This design comes from an exercise in tuning for small area, a short achievable clock period and few clock cycles per item on the open sky130 flow, not from production work.
RTL that was checked went through simulation tests only; none was proved equivalent to the original.
Power is estimated from default activity; no workload was simulated.

==> inputs of v8 <==
==> flow/design.v <==
`timescale 1ns / 1ps
package wmme_pkg;
    localparam int SAMPLE_W = 32;
    localparam logic [SAMPLE_W-1:0] NO_EST_MEAN = {SAMPLE_W{1'b1}};
    typedef logic [SAMPLE_W-1:0] sample_t;
    typedef struct packed {
        logic    valid;
        sample_t sample;
    } wmme_req_t;
endpackage
`timescale 1ns / 1ps
module wmme_queue
(
    input  logic                clk,
    input  logic                rst_n,
    input  logic                in_valid,
    output logic                in_stall,
    input  wmme_pkg::sample_t   sample,
    output logic                head_valid,
    output wmme_pkg::sample_t   head,
    input  logic                pop
);
    logic              hv_reg;
    logic              bv_reg;
    wmme_pkg::sample_t h_reg;
    wmme_pkg::sample_t b_reg;
    logic              push;
    assign in_stall   = bv_reg;
    assign push       = in_valid && !bv_reg;
    assign head_valid = hv_reg;
    assign head       = h_reg;
    always_ff @(posedge clk)
    begin
        if (!hv_reg || pop)
        begin
            h_reg <= bv_reg ? b_reg : sample;
        end
        if (push && hv_reg && !pop)
        begin
            b_reg <= sample;
        end
    end
    always_ff @(posedge clk or negedge rst_n)
    begin
        if (!rst_n)
        begin
            hv_reg <= 1'b0;
            bv_reg <= 1'b0;
        end
        else
        begin
            if (!hv_reg || pop)
            begin
                hv_reg <= bv_reg || push;
                bv_reg <= 1'b0;
            end
            else if (push)
            begin
                bv_reg <= 1'b1;
            end
        end
    end
endmodule
`timescale 1ns / 1ps
module wmme_div
#(
    parameter int SUM_W = 39
)
(
    input  logic                clk,
    input  logic                rst_n,
    input  logic                in_valid,
    input  wmme_pkg::sample_t   in_min,
    input  logic [SUM_W-1:0]    in_sum,
    output logic                take,
    output logic                hold,
    output logic                out_valid,
    input  logic                out_stall,
    output wmme_pkg::sample_t   window_min,
    output wmme_pkg::sample_t   mean_excess,
    output logic                no_estimate
);
    localparam int W   = wmme_pkg::SAMPLE_W;
    localparam int T_W = SUM_W - 2;
    localparam int U_W = T_W + 6;
    localparam int Y_W = 52;
    logic              v1_reg, v2_reg, v3_reg, vo_reg;
    wmme_pkg::sample_t m1_reg, m2_reg, m3_reg, mo_reg;
    logic              z1_reg, z2_reg, z3_reg, zo_reg;
    logic [U_W-1:0]    u1_reg;
    logic [Y_W-1:0]    y2_reg;
    logic [W-1:0]      q3_reg;
    wmme_pkg::sample_t mean_reg;
    logic [U_W-1:0]    t0;
    logic [U_W-1:0]    u0;
    logic [Y_W-1:0]    y1;
    logic [Y_W-1:0]    z2;
    assign hold = vo_reg && out_stall;
    assign take = in_valid && !hold;
    assign t0 = U_W'(in_sum[SUM_W-1:2]);
    assign u0 = (t0 << 5) + (t0 << 3) + t0;
    assign y1 = (Y_W'(u1_reg) << 10) - Y_W'(u1_reg);
    assign z2 = y2_reg + (y2_reg >> 20) + (y2_reg >> 40) + Y_W'(3);
    assign out_valid   = vo_reg;
    assign window_min  = mo_reg;
    assign mean_excess = mean_reg;
    assign no_estimate = zo_reg;
    always_ff @(posedge clk)
    begin
        if (!hold)
        begin
            m1_reg   <= in_min;
            z1_reg   <= (in_min == '0);
            u1_reg   <= u0;
            m2_reg   <= m1_reg;
            z2_reg   <= z1_reg;
            y2_reg   <= y1;
            m3_reg   <= m2_reg;
            z3_reg   <= z2_reg;
            q3_reg   <= z2[Y_W-1:20];
            mo_reg   <= m3_reg;
            zo_reg   <= z3_reg;
            mean_reg <= z3_reg ? wmme_pkg::NO_EST_MEAN : q3_reg - m3_reg;
        end
    end
    always_ff @(posedge clk or negedge rst_n)
    begin
        if (!rst_n)
        begin
            v1_reg <= 1'b0;
            v2_reg <= 1'b0;
            v3_reg <= 1'b0;
            vo_reg <= 1'b0;
        end
        else if (!hold)
        begin
            v1_reg <= in_valid;
            v2_reg <= v1_reg;
            v3_reg <= v2_reg;
            vo_reg <= v3_reg;
        end
    end
endmodule
`timescale 1ns / 1ps
module wmme_engine
#(
    parameter int WINDOW = 100,
    parameter int DQ_N   = 9
)
(
    input  logic                      clk,
    input  logic                      rst_n,
    input  logic                      head_valid,
    input  wmme_pkg::sample_t         head,
    output logic                      pop,
    input  logic                      hold,
    output logic                      res_valid,
    input  logic                      res_take,
    output wmme_pkg::sample_t         res_min,
    output logic [wmme_pkg::SAMPLE_W+6:0] res_sum
);
    localparam int W     = wmme_pkg::SAMPLE_W;
    localparam int IDX_W = $clog2(WINDOW);
    localparam int SUM_W = W + IDX_W;
    localparam logic [IDX_W-1:0] LAST = IDX_W'(WINDOW - 1);
    logic [WINDOW*W-1:0] ring_reg;
    wmme_pkg::sample_t   oldest;
    logic [IDX_W-1:0]    align_reg;
    logic [IDX_W-1:0]    seq_reg;
    logic                full_reg;
    logic [DQ_N-1:0]     dv_reg;
    wmme_pkg::sample_t   dval_reg [DQ_N];
    logic [IDX_W-1:0]    dseq_reg [DQ_N];
    logic                trunc_reg;
    logic                rb_reg;
    logic [IDX_W-1:0]    rb_cnt_reg;
    logic [SUM_W-1:0]    sum_reg;
    logic                rv_reg;
    logic                aligned;
    logic                scan;
    logic                step;
    wmme_pkg::sample_t   xin;
    logic                expire;
    logic [DQ_N-1:0]     keep;
    logic [DQ_N-1:0]     kept;
    logic [DQ_N-1:0]     slot;
    logic                evicted;
    logic                room;
    logic                app;
    logic                trunc_nxt;
    logic                empty_nxt;
    logic                trigger;
    function automatic logic lt32(input logic [31:0] a, input logic [31:0] b);
        logic [31:0] l0, e0;
        logic [15:0] l1, e1;
        logic [7:0]  l2, e2;
        logic [3:0]  l3, e3;
        logic [1:0]  l4, e4;
        l0 = ~a & b;
        e0 = ~(a ^ b);
        for (int k = 0; k < 16; k++)
        begin
            l1[k] = l0[2*k+1] | (e0[2*k+1] & l0[2*k]);
            e1[k] = e0[2*k+1] & e0[2*k];
        end
        for (int k = 0; k < 8; k++)
        begin
            l2[k] = l1[2*k+1] | (e1[2*k+1] & l1[2*k]);
            e2[k] = e1[2*k+1] & e1[2*k];
        end
        for (int k = 0; k < 4; k++)
        begin
            l3[k] = l2[2*k+1] | (e2[2*k+1] & l2[2*k]);
            e3[k] = e2[2*k+1] & e2[2*k];
        end
        for (int k = 0; k < 2; k++)
        begin
            l4[k] = l3[2*k+1] | (e3[2*k+1] & l3[2*k]);
            e4[k] = e3[2*k+1] & e3[2*k];
        end
        lt32 = l4[1] | (e4[1] & l4[0]);
    endfunction
    assign oldest  = ring_reg[WINDOW*W-1 -: W];
    assign aligned = (align_reg == '0);
    assign pop     = aligned && head_valid && !rb_reg && (!rv_reg || !hold);
    assign scan    = aligned && rb_reg;
    assign step    = pop || scan;
    assign xin     = rb_reg ? oldest : head;
    assign res_valid = rv_reg;
    assign res_min   = full_reg ? dval_reg[0] : '0;
    assign res_sum   = sum_reg;
    assign expire = !rb_reg && dv_reg[0] && (dseq_reg[0] == seq_reg);
    always_comb
    begin
        for (int i = 0; i < DQ_N; i++)
        begin
            keep[i] = dv_reg[i] && lt32(dval_reg[i], xin);
        end
        for (int i = 0; i < DQ_N; i++)
        begin
            if (expire)
                kept[i] = (i + 1 < DQ_N) ? keep[(i + 1) % DQ_N] : 1'b0;
            else
                kept[i] = keep[i];
        end
        for (int i = 0; i < DQ_N; i++)
        begin
            slot[i] = !kept[i] && ((i == 0) ? 1'b1 : kept[(i + DQ_N - 1) % DQ_N]);
        end
    end
    assign evicted   = |(dv_reg & ~keep);
    assign room      = !keep[DQ_N-1] || expire;
    assign app       = trunc_reg ? evicted : room;
    assign trunc_nxt = trunc_reg ? !evicted : !room;
    assign empty_nxt = !kept[0] && !app;
    assign trigger   = pop && trunc_nxt && empty_nxt;
    always_ff @(posedge clk)
    begin
        ring_reg <= {ring_reg[(WINDOW-1)*W-1:0], (pop ? head : oldest)};
        if (step)
        begin
            for (int i = 0; i < DQ_N; i++)
            begin
                if (slot[i])
                begin
                    dval_reg[i] <= xin;
                    dseq_reg[i] <= seq_reg;
                end
                else if (expire && (i + 1 < DQ_N))
                begin
                    dval_reg[i] <= dval_reg[(i + 1) % DQ_N];
                    dseq_reg[i] <= dseq_reg[(i + 1) % DQ_N];
                end
            end
        end
    end
    always_ff @(posedge clk or negedge rst_n)
    begin
        if (!rst_n)
        begin
            align_reg  <= '0;
            seq_reg    <= '0;
            full_reg   <= 1'b0;
            dv_reg     <= '0;
            trunc_reg  <= 1'b0;
            rb_reg     <= 1'b0;
            rb_cnt_reg <= '0;
            sum_reg    <= '0;
            rv_reg     <= 1'b0;
        end
        else
        begin
            if (!aligned)
                align_reg <= align_reg - IDX_W'(1);
            else if (!step)
                align_reg <= LAST;
            if (step)
            begin
                seq_reg <= (seq_reg == LAST) ? '0 : seq_reg + IDX_W'(1);
            end
            if (pop)
            begin
                if (seq_reg == LAST)
                    full_reg <= 1'b1;
                sum_reg <= sum_reg + SUM_W'(head) - SUM_W'(full_reg ? oldest : '0);
            end
            if (step)
            begin
                if (trigger)
                begin
                    dv_reg    <= '0;
                    trunc_reg <= 1'b0;
                end
                else
                begin
                    dv_reg    <= kept | (app ? slot : '0);
                    trunc_reg <= trunc_nxt;
                end
            end
            if (trigger)
            begin
                rb_reg     <= 1'b1;
                rb_cnt_reg <= '0;
            end
            else if (scan)
            begin
                rb_cnt_reg <= rb_cnt_reg + IDX_W'(1);
                if (rb_cnt_reg == LAST)
                    rb_reg <= 1'b0;
            end
            if (pop && !trigger)
                rv_reg <= 1'b1;
            else if (scan && (rb_cnt_reg == LAST))
                rv_reg <= 1'b1;
            else if (res_take)
                rv_reg <= 1'b0;
        end
    end
endmodule
`timescale 1ns / 1ps
module window_min_mean_excess
#(
    parameter int WINDOW = 100
)
(
    input  logic    clk,
    input  logic    rst_n,
    input  logic    in_valid,
    output logic    in_stall,
    input  wmme_pkg::sample_t sample,
    output logic    out_valid,
    input  logic    out_stall,
    output wmme_pkg::sample_t window_min,
    output wmme_pkg::sample_t mean_excess,
    output logic    no_estimate
);
    localparam int SUM_W = wmme_pkg::SAMPLE_W + $clog2(WINDOW);
    logic              head_valid;
    wmme_pkg::sample_t head;
    logic              pop;
    logic              hold;
    logic              res_valid;
    logic              res_take;
    wmme_pkg::sample_t res_min;
    logic [SUM_W-1:0]  res_sum;
    wmme_queue u_queue (
        .clk        (clk),
        .rst_n      (rst_n),
        .in_valid   (in_valid),
        .in_stall   (in_stall),
        .sample     (sample),
        .head_valid (head_valid),
        .head       (head),
        .pop        (pop)
    );
    wmme_engine #(
        .WINDOW (WINDOW)
    ) u_engine (
        .clk        (clk),
        .rst_n      (rst_n),
        .head_valid (head_valid),
        .head       (head),
        .pop        (pop),
        .hold       (hold),
        .res_valid  (res_valid),
        .res_take   (res_take),
        .res_min    (res_min),
        .res_sum    (res_sum)
    );
    wmme_div #(
        .SUM_W (SUM_W)
    ) u_div (
        .clk         (clk),
        .rst_n       (rst_n),
        .in_valid    (res_valid),
        .in_min      (res_min),
        .in_sum      (res_sum),
        .take        (res_take),
        .hold        (hold),
        .out_valid   (out_valid),
        .out_stall   (out_stall),
        .window_min  (window_min),
        .mean_excess (mean_excess),
        .no_estimate (no_estimate)
    );
endmodule
==> flow/run.sh <==
#!/bin/bash
# synth_recipe.tcl (not shown) runs the flow's synth.tcl, then flattens the netlist and writes it again
# the make line also repeats each setting of config.mk as NAME=value (left out here)
make -C /OpenROAD-flow-scripts/flow DESIGN_CONFIG=/design/flow/config.mk WORK_HOME=/design/flow/orfs CLKGATE_MAP_FILE= SYNTH_SCRIPT=/design/flow/synth_recipe.tcl finish
==> flow/config.mk <==
export PLATFORM = sky130hd
export DESIGN_NAME = window_min_mean_excess
export DESIGN_NICKNAME = window_min_mean_excess
export VERILOG_FILES = /design/flow/design.v
export SDC_FILE = /design/flow/constraint.sdc
export NUM_CORES = 4
export LEC_CHECK = 0
export ABC_CLOCK_PERIOD_IN_PS = 3000
export CAP_MARGIN = 20
export CORE_MARGIN = 2
export CORE_UTILIZATION = 40
export CTS_CLUSTER_DIAMETER = 60
export CTS_CLUSTER_SIZE = 30
export SETUP_SLACK_MARGIN = 5
export SLEW_MARGIN = 20
export TNS_END_PERCENT = 100
==> flow/constraint.sdc <==
create_clock -name core_clock -period 10.0 [get_ports {clk}]
set_input_delay 2.0000 -clock core_clock [delete_from_list [all_inputs] [get_ports {clk}]]
set_output_delay 2.0000 -clock core_clock [all_outputs]
set_load 0.01 [all_outputs]
==> v19 (differences from v8) <==
==> flow/design.v, changed modules only <==
module wmme_div
#(
    parameter int SUM_W = 39
)
(
    input  logic                clk,
    input  logic                rst_n,
    input  logic                in_valid,
    input  wmme_pkg::sample_t   in_min,
    input  logic [SUM_W-1:0]    in_sum,
    output logic                take,
    output logic                hold,
    output logic                out_valid,
    input  logic                out_stall,
    output wmme_pkg::sample_t   window_min,
    output wmme_pkg::sample_t   mean_excess,
    output logic                no_estimate
);
    localparam int W   = wmme_pkg::SAMPLE_W;
    localparam int T_W = SUM_W - 2;
    localparam int Y_W = 52;
    logic              v1_reg, vo_reg;
    wmme_pkg::sample_t m1_reg, mo_reg;
    logic              z1_reg, zo_reg;
    logic [Y_W-1:0]    y1_reg;
    wmme_pkg::sample_t mean_reg;
    logic [Y_W-1:0]    t0;
    logic [Y_W-1:0]    y0;
    logic [Y_W-1:0]    z1;
    assign hold = vo_reg && out_stall;
    assign take = in_valid && !hold;
    assign t0 = Y_W'(in_sum[SUM_W-1:2]);
    assign y0 = (t0 << 15) + (t0 << 13) + (t0 << 10) - (t0 << 5) - (t0 << 3) - t0;
    assign z1 = y1_reg + (y1_reg >> 20) + (y1_reg >> 40) + Y_W'(3) - (Y_W'(m1_reg) << 20);
    assign out_valid   = vo_reg;
    assign window_min  = mo_reg;
    assign mean_excess = mean_reg;
    assign no_estimate = zo_reg;
    always_ff @(posedge clk)
    begin
        if (!hold)
        begin
            m1_reg   <= in_min;
            z1_reg   <= (in_min == '0);
            y1_reg   <= y0;
            mo_reg   <= m1_reg;
            zo_reg   <= z1_reg;
            mean_reg <= z1_reg ? wmme_pkg::NO_EST_MEAN : z1[Y_W-1:20];
        end
    end
    always_ff @(posedge clk or negedge rst_n)
    begin
        if (!rst_n)
        begin
            v1_reg <= 1'b0;
            vo_reg <= 1'b0;
        end
        else if (!hold)
        begin
            v1_reg <= in_valid;
            vo_reg <= v1_reg;
        end
    end
endmodule
module wmme_engine
#(
    parameter int WINDOW = 100,
    parameter int DQ_N   = 9
)
(
    input  logic                      clk,
    input  logic                      rst_n,
    input  logic                      head_valid,
    input  wmme_pkg::sample_t         head,
    output logic                      pop,
    input  logic                      hold,
    output logic                      res_valid,
    input  logic                      res_take,
    output wmme_pkg::sample_t         res_min,
    output logic [wmme_pkg::SAMPLE_W+6:0] res_sum
);
    localparam int W     = wmme_pkg::SAMPLE_W;
    localparam int IDX_W = $clog2(WINDOW);
    localparam int SUM_W = W + IDX_W;
    localparam logic [IDX_W-1:0] LAST = IDX_W'(WINDOW - 1);
    logic [WINDOW*W-1:0] ring_reg;
    wmme_pkg::sample_t   oldest;
    logic [IDX_W-1:0]    align_reg;
    logic [IDX_W-1:0]    seq_reg;
    logic                full_reg;
    logic [DQ_N-1:0]     dv_reg;
    wmme_pkg::sample_t   dval_reg [DQ_N];
    logic [IDX_W-1:0]    dseq_reg [DQ_N];
    logic                trunc_reg;
    logic                rb_reg;
    logic [IDX_W-1:0]    rb_cnt_reg;
    logic [SUM_W-1:0]    sum_reg;
    logic                rv_reg;
    logic                aligned;
    logic                scan;
    logic                step;
    wmme_pkg::sample_t   xin;
    logic                expire;
    logic [DQ_N-1:0]     keep;
    logic [DQ_N-1:0]     kept;
    logic [DQ_N-1:0]     slot;
    logic                evicted;
    logic                room;
    logic                app;
    logic                trunc_nxt;
    logic                empty_nxt;
    logic                trigger;
    assign oldest  = ring_reg[WINDOW*W-1 -: W];
    assign aligned = (align_reg == '0);
    assign pop     = aligned && head_valid && !rb_reg && (!rv_reg || !hold);
    assign scan    = aligned && rb_reg;
    assign step    = pop || scan;
    assign xin     = rb_reg ? oldest : head;
    assign res_valid = rv_reg;
    assign res_min   = full_reg ? dval_reg[0] : '0;
    assign res_sum   = sum_reg;
    assign expire = !rb_reg && dv_reg[0] && (dseq_reg[0] == seq_reg);
    always_comb
    begin
        for (int i = 0; i < DQ_N; i++)
        begin
            keep[i] = dv_reg[i] && (dval_reg[i] < xin);
        end
        for (int i = 0; i < DQ_N; i++)
        begin
            if (expire)
                kept[i] = (i + 1 < DQ_N) ? keep[(i + 1) % DQ_N] : 1'b0;
            else
                kept[i] = keep[i];
        end
        for (int i = 0; i < DQ_N; i++)
        begin
            slot[i] = !kept[i] && ((i == 0) ? 1'b1 : kept[(i + DQ_N - 1) % DQ_N]);
        end
    end
    assign evicted   = |(dv_reg & ~keep);
    assign room      = !keep[DQ_N-1] || expire;
    assign app       = trunc_reg ? evicted : room;
    assign trunc_nxt = trunc_reg ? !evicted : !room;
    assign empty_nxt = !kept[0] && !app;
    assign trigger   = pop && trunc_nxt && empty_nxt;
    always_ff @(posedge clk)
    begin
        ring_reg <= {ring_reg[(WINDOW-1)*W-1:0], (pop ? head : oldest)};
        if (step)
        begin
            for (int i = 0; i < DQ_N; i++)
            begin
                if (slot[i])
                begin
                    dval_reg[i] <= xin;
                    dseq_reg[i] <= seq_reg;
                end
                else if (expire && (i + 1 < DQ_N))
                begin
                    dval_reg[i] <= dval_reg[(i + 1) % DQ_N];
                    dseq_reg[i] <= dseq_reg[(i + 1) % DQ_N];
                end
            end
        end
    end
    always_ff @(posedge clk or negedge rst_n)
    begin
        if (!rst_n)
        begin
            align_reg  <= '0;
            seq_reg    <= '0;
            full_reg   <= 1'b0;
            dv_reg     <= '0;
            trunc_reg  <= 1'b0;
            rb_reg     <= 1'b0;
            rb_cnt_reg <= '0;
            sum_reg    <= '0;
            rv_reg     <= 1'b0;
        end
        else
        begin
            if (!aligned)
                align_reg <= align_reg - IDX_W'(1);
            else if (!step)
                align_reg <= LAST;
            if (step)
            begin
                seq_reg <= (seq_reg == LAST) ? '0 : seq_reg + IDX_W'(1);
            end
            if (pop)
            begin
                if (seq_reg == LAST)
                    full_reg <= 1'b1;
                sum_reg <= sum_reg + SUM_W'(head) - SUM_W'(full_reg ? oldest : '0);
            end
            if (step)
            begin
                if (trigger)
                begin
                    dv_reg    <= '0;
                    trunc_reg <= 1'b0;
                end
                else
                begin
                    dv_reg    <= kept | (app ? slot : '0);
                    trunc_reg <= trunc_nxt;
                end
            end
            if (trigger)
            begin
                rb_reg     <= 1'b1;
                rb_cnt_reg <= '0;
            end
            else if (scan)
            begin
                rb_cnt_reg <= rb_cnt_reg + IDX_W'(1);
                if (rb_cnt_reg == LAST)
                    rb_reg <= 1'b0;
            end
            if (pop && !trigger)
                rv_reg <= 1'b1;
            else if (scan && (rb_cnt_reg == LAST))
                rv_reg <= 1'b1;
            else if (res_take)
                rv_reg <= 1'b0;
        end
    end
endmodule
==> flow/flow/run.sh (new file) <==
#!/bin/bash
# The standard layout, with timing repair aiming well past the 10 ns constraint
set -euo pipefail
bash standard.sh SETUP_SLACK_MARGIN=7 finish > standard_flow.log 2>&1
==> flow/standard.sh (new file) <==
#!/bin/bash
# synth_recipe.tcl (not shown) runs the flow's synth.tcl, then flattens the netlist and writes it again
# the make line also repeats each setting of config.mk as NAME=value (left out here)
make -C /OpenROAD-flow-scripts/flow DESIGN_CONFIG=/design/flow/config.mk WORK_HOME=/design/flow/orfs CLKGATE_MAP_FILE= SYNTH_SCRIPT=/design/flow/synth_recipe.tcl "${@:-finish}"
removed: flow/run.sh
==> v28 (differences from v8) <==
--- a/flow/design.v
+++ b/flow/design.v
@@ -18,6 +18,7 @@
     input  wmme_pkg::sample_t   sample,
     output logic                head_valid,
     output wmme_pkg::sample_t   head,
+    output wmme_pkg::sample_t   head_next,
     input  logic                pop
 );
     logic              hv_reg;
@@ -29,11 +30,12 @@
     assign push       = in_valid && !bv_reg;
     assign head_valid = hv_reg;
     assign head       = h_reg;
+    assign head_next  = (!hv_reg || pop) ? (bv_reg ? b_reg : sample) : h_reg;
     always_ff @(posedge clk)
     begin
         if (!hv_reg || pop)
         begin
-            h_reg <= bv_reg ? b_reg : sample;
+            h_reg <= head_next;
         end
         if (push && hv_reg && !pop)
         begin
@@ -100,7 +102,7 @@
     assign t0 = U_W'(in_sum[SUM_W-1:2]);
     assign u0 = (t0 << 5) + (t0 << 3) + t0;
     assign y1 = (Y_W'(u1_reg) << 10) - Y_W'(u1_reg);
-    assign z2 = y2_reg + (y2_reg >> 20) + (y2_reg >> 40) + Y_W'(3);
+    assign z2 = y2_reg + (y2_reg >> 20) + Y_W'(16384);
     assign out_valid   = vo_reg;
     assign window_min  = mo_reg;
     assign mean_excess = mean_reg;
@@ -152,6 +154,7 @@
     input  logic                      rst_n,
     input  logic                      head_valid,
     input  wmme_pkg::sample_t         head,
+    input  wmme_pkg::sample_t         head_next,
     output logic                      pop,
     input  logic                      hold,
     output logic                      res_valid,
@@ -176,6 +179,11 @@
     logic [IDX_W-1:0]    rb_cnt_reg;
     logic [SUM_W-1:0]    sum_reg;
     logic                rv_reg;
+    wmme_pkg::sample_t   xin_reg;
+    logic                rbx_reg;
+    wmme_pkg::sample_t   gone_reg;
+    logic                rb_sel;
+    logic                rb_nxt;
     logic                aligned;
     logic                scan;
     logic                step;
@@ -223,9 +231,11 @@
     assign oldest  = ring_reg[WINDOW*W-1 -: W];
     assign aligned = (align_reg == '0);
     assign pop     = aligned && head_valid && !rb_reg && (!rv_reg || !hold);
-    assign scan    = aligned && rb_reg;
+    assign scan    = aligned && rb_reg && rbx_reg;
     assign step    = pop || scan;
-    assign xin     = rb_reg ? oldest : head;
+    assign xin     = xin_reg;
+    assign rb_sel  = rb_reg && !(scan && (rb_cnt_reg == LAST));
+    assign rb_nxt  = trigger || rb_sel;
     assign res_valid = rv_reg;
     assign res_min   = full_reg ? dval_reg[0] : '0;
     assign res_sum   = sum_reg;
@@ -257,6 +267,8 @@
     always_ff @(posedge clk)
     begin
         ring_reg <= {ring_reg[(WINDOW-1)*W-1:0], (pop ? head : oldest)};
+        xin_reg  <= rb_sel ? ring_reg[(WINDOW-1)*W-1 -: W] : head_next;
+        gone_reg <= (full_reg || (pop && (seq_reg == LAST))) ? ring_reg[(WINDOW-1)*W-1 -: W] : '0;
         if (step)
         begin
             for (int i = 0; i < DQ_N; i++)
@@ -284,6 +296,7 @@
             dv_reg     <= '0;
             trunc_reg  <= 1'b0;
             rb_reg     <= 1'b0;
+            rbx_reg    <= 1'b0;
             rb_cnt_reg <= '0;
             sum_reg    <= '0;
             rv_reg     <= 1'b0;
@@ -302,7 +315,7 @@
             begin
                 if (seq_reg == LAST)
                     full_reg <= 1'b1;
-                sum_reg <= sum_reg + SUM_W'(head) - SUM_W'(full_reg ? oldest : '0);
+                sum_reg <= sum_reg + SUM_W'(head) - SUM_W'(gone_reg);
             end
             if (step)
             begin
@@ -317,17 +330,12 @@
                     trunc_reg <= trunc_nxt;
                 end
             end
+            rb_reg  <= rb_nxt;
+            rbx_reg <= rb_sel;
             if (trigger)
-            begin
-                rb_reg     <= 1'b1;
                 rb_cnt_reg <= '0;
-            end
             else if (scan)
-            begin
                 rb_cnt_reg <= rb_cnt_reg + IDX_W'(1);
-                if (rb_cnt_reg == LAST)
-                    rb_reg <= 1'b0;
-            end
             if (pop && !trigger)
                 rv_reg <= 1'b1;
             else if (scan && (rb_cnt_reg == LAST))
@@ -357,6 +365,7 @@
     localparam int SUM_W = wmme_pkg::SAMPLE_W + $clog2(WINDOW);
     logic              head_valid;
     wmme_pkg::sample_t head;
+    wmme_pkg::sample_t head_next;
     logic              pop;
     logic              hold;
     logic              res_valid;
@@ -371,6 +380,7 @@
         .sample     (sample),
         .head_valid (head_valid),
         .head       (head),
+        .head_next  (head_next),
         .pop        (pop)
     );
     wmme_engine #(
@@ -380,6 +390,7 @@
         .rst_n      (rst_n),
         .head_valid (head_valid),
         .head       (head),
+        .head_next  (head_next),
         .pop        (pop),
         .hold       (hold),
         .res_valid  (res_valid),
==> flow/flow/run.sh (new file) <==
#!/bin/bash
# The standard layout, with timing repair aiming past the 10 ns constraint
set -euo pipefail
bash standard.sh SETUP_SLACK_MARGIN=6 finish > standard_flow.log 2>&1
==> flow/standard.sh (new file) <==
#!/bin/bash
# synth_recipe.tcl (not shown) runs the flow's synth.tcl, then flattens the netlist and writes it again
# the make line also repeats each setting of config.mk as NAME=value (left out here)
make -C /OpenROAD-flow-scripts/flow DESIGN_CONFIG=/design/flow/config.mk WORK_HOME=/design/flow/orfs CLKGATE_MAP_FILE= SYNTH_SCRIPT=/design/flow/synth_recipe.tcl "${@:-finish}"
--- a/flow/config.mk
+++ b/flow/config.mk
@@ -8,7 +8,7 @@
 export ABC_CLOCK_PERIOD_IN_PS = 3000
 export CAP_MARGIN = 20
 export CORE_MARGIN = 2
-export CORE_UTILIZATION = 40
+export CORE_UTILIZATION = 50
 export CTS_CLUSTER_DIAMETER = 60
 export CTS_CLUSTER_SIZE = 30
 export SETUP_SLACK_MARGIN = 5
removed: flow/run.sh
==> qor summary <==
| quantity | v8 | v28 | v19 |
|---|---|---|---|
| Result of the run | timing/DRC/antenna clean | timing/DRC/antenna clean | timing/DRC/antenna clean |
| Met1 WL | 86600 um | 88300 um | 101000 um |
| Detail Placement HPWL | 122000 um | 120000 um | 135000 um |
| DRC marker count from the first detailed-route iteration | 2659 | 2567 | 3031 |
| Area of the mapped netlist | 0.112 mm2 | 0.113 mm2 | 0.109 mm2 |
| Hold path endpoint | u_engine.ring_reg[2956] | u_engine.ring_reg[3144] | u_engine.ring_reg[3175] |
| Synthesized netlist cell count | 7496 | 7572 | 7172 |
| Final std cells w/o fill | 11600 | 11000 | 11600 |
| Net Sw Power | 5.42 mW | 5.26 mW | 5.07 mW |
| Unrepaired setup endpoints after global routing | no | yes | yes |
| Cell repeated most along the worst path | nand2_1 | - | inv_2 |
| Data-path buffer share of cell area in the final layout | 1.35% | 1.75% | 5.52% |
| Wire length of the first global-routing pass | 287000 um | 291000 um | 330000 um |
| Capture point of the worst reg-to-reg path | u_engine.dv_reg[1] | u_div.u1_reg[30] | u_div.y1_reg[48] |
| Final Power | 26.2 mW | 25.9 mW | 24.9 mW |
Testbench counts of v28, summed over its fixed seeds: cycles 3,248, items 3,200.
For v8 and v19, only the layout was checked, not whether the RTL still works.

## re-timing with driven ports
In the flow no input, the clock included, has a driving cell. The finished layouts below were timed again as built, in two steps.
Step 1: set_driving_cell puts a clkbuf_16 on clk and a buf_2 on each other input, an assumption about the parent block.
Step 2 moves the port delays by t, midway between the first and last clock arrival at a register: inputs arrive t later, outputs are due t later. That takes back most of the time a late clock gives input paths.
Slacks: ideal / step 1 / step 2; pairs: ideal / step 1.
run | t (ns) | slack for setup (ns) | worst hold slack (ns) | clock arrival spread, ns
v8 | 0.936 | 5.272 / 5.272 / 4.629 | 0.247 / 0.247 / 0.247 | 0.131 / 0.131
v19 | 0.979 | 4.978 / 4.978 / 4.978 | 0.271 / 0.271 / 0.271 | 0.119 / 0.119
v28 | 0.936 | 6.093 / 6.038 / 5.222 | 0.313 / 0.313 / 0.313 | 0.067 / 0.067
After both steps setup and hold are still met in every run listed. For v28, which loses most, drivers alone change the setup slack by -0.055 ns; drivers and shift together by -0.871 ns.
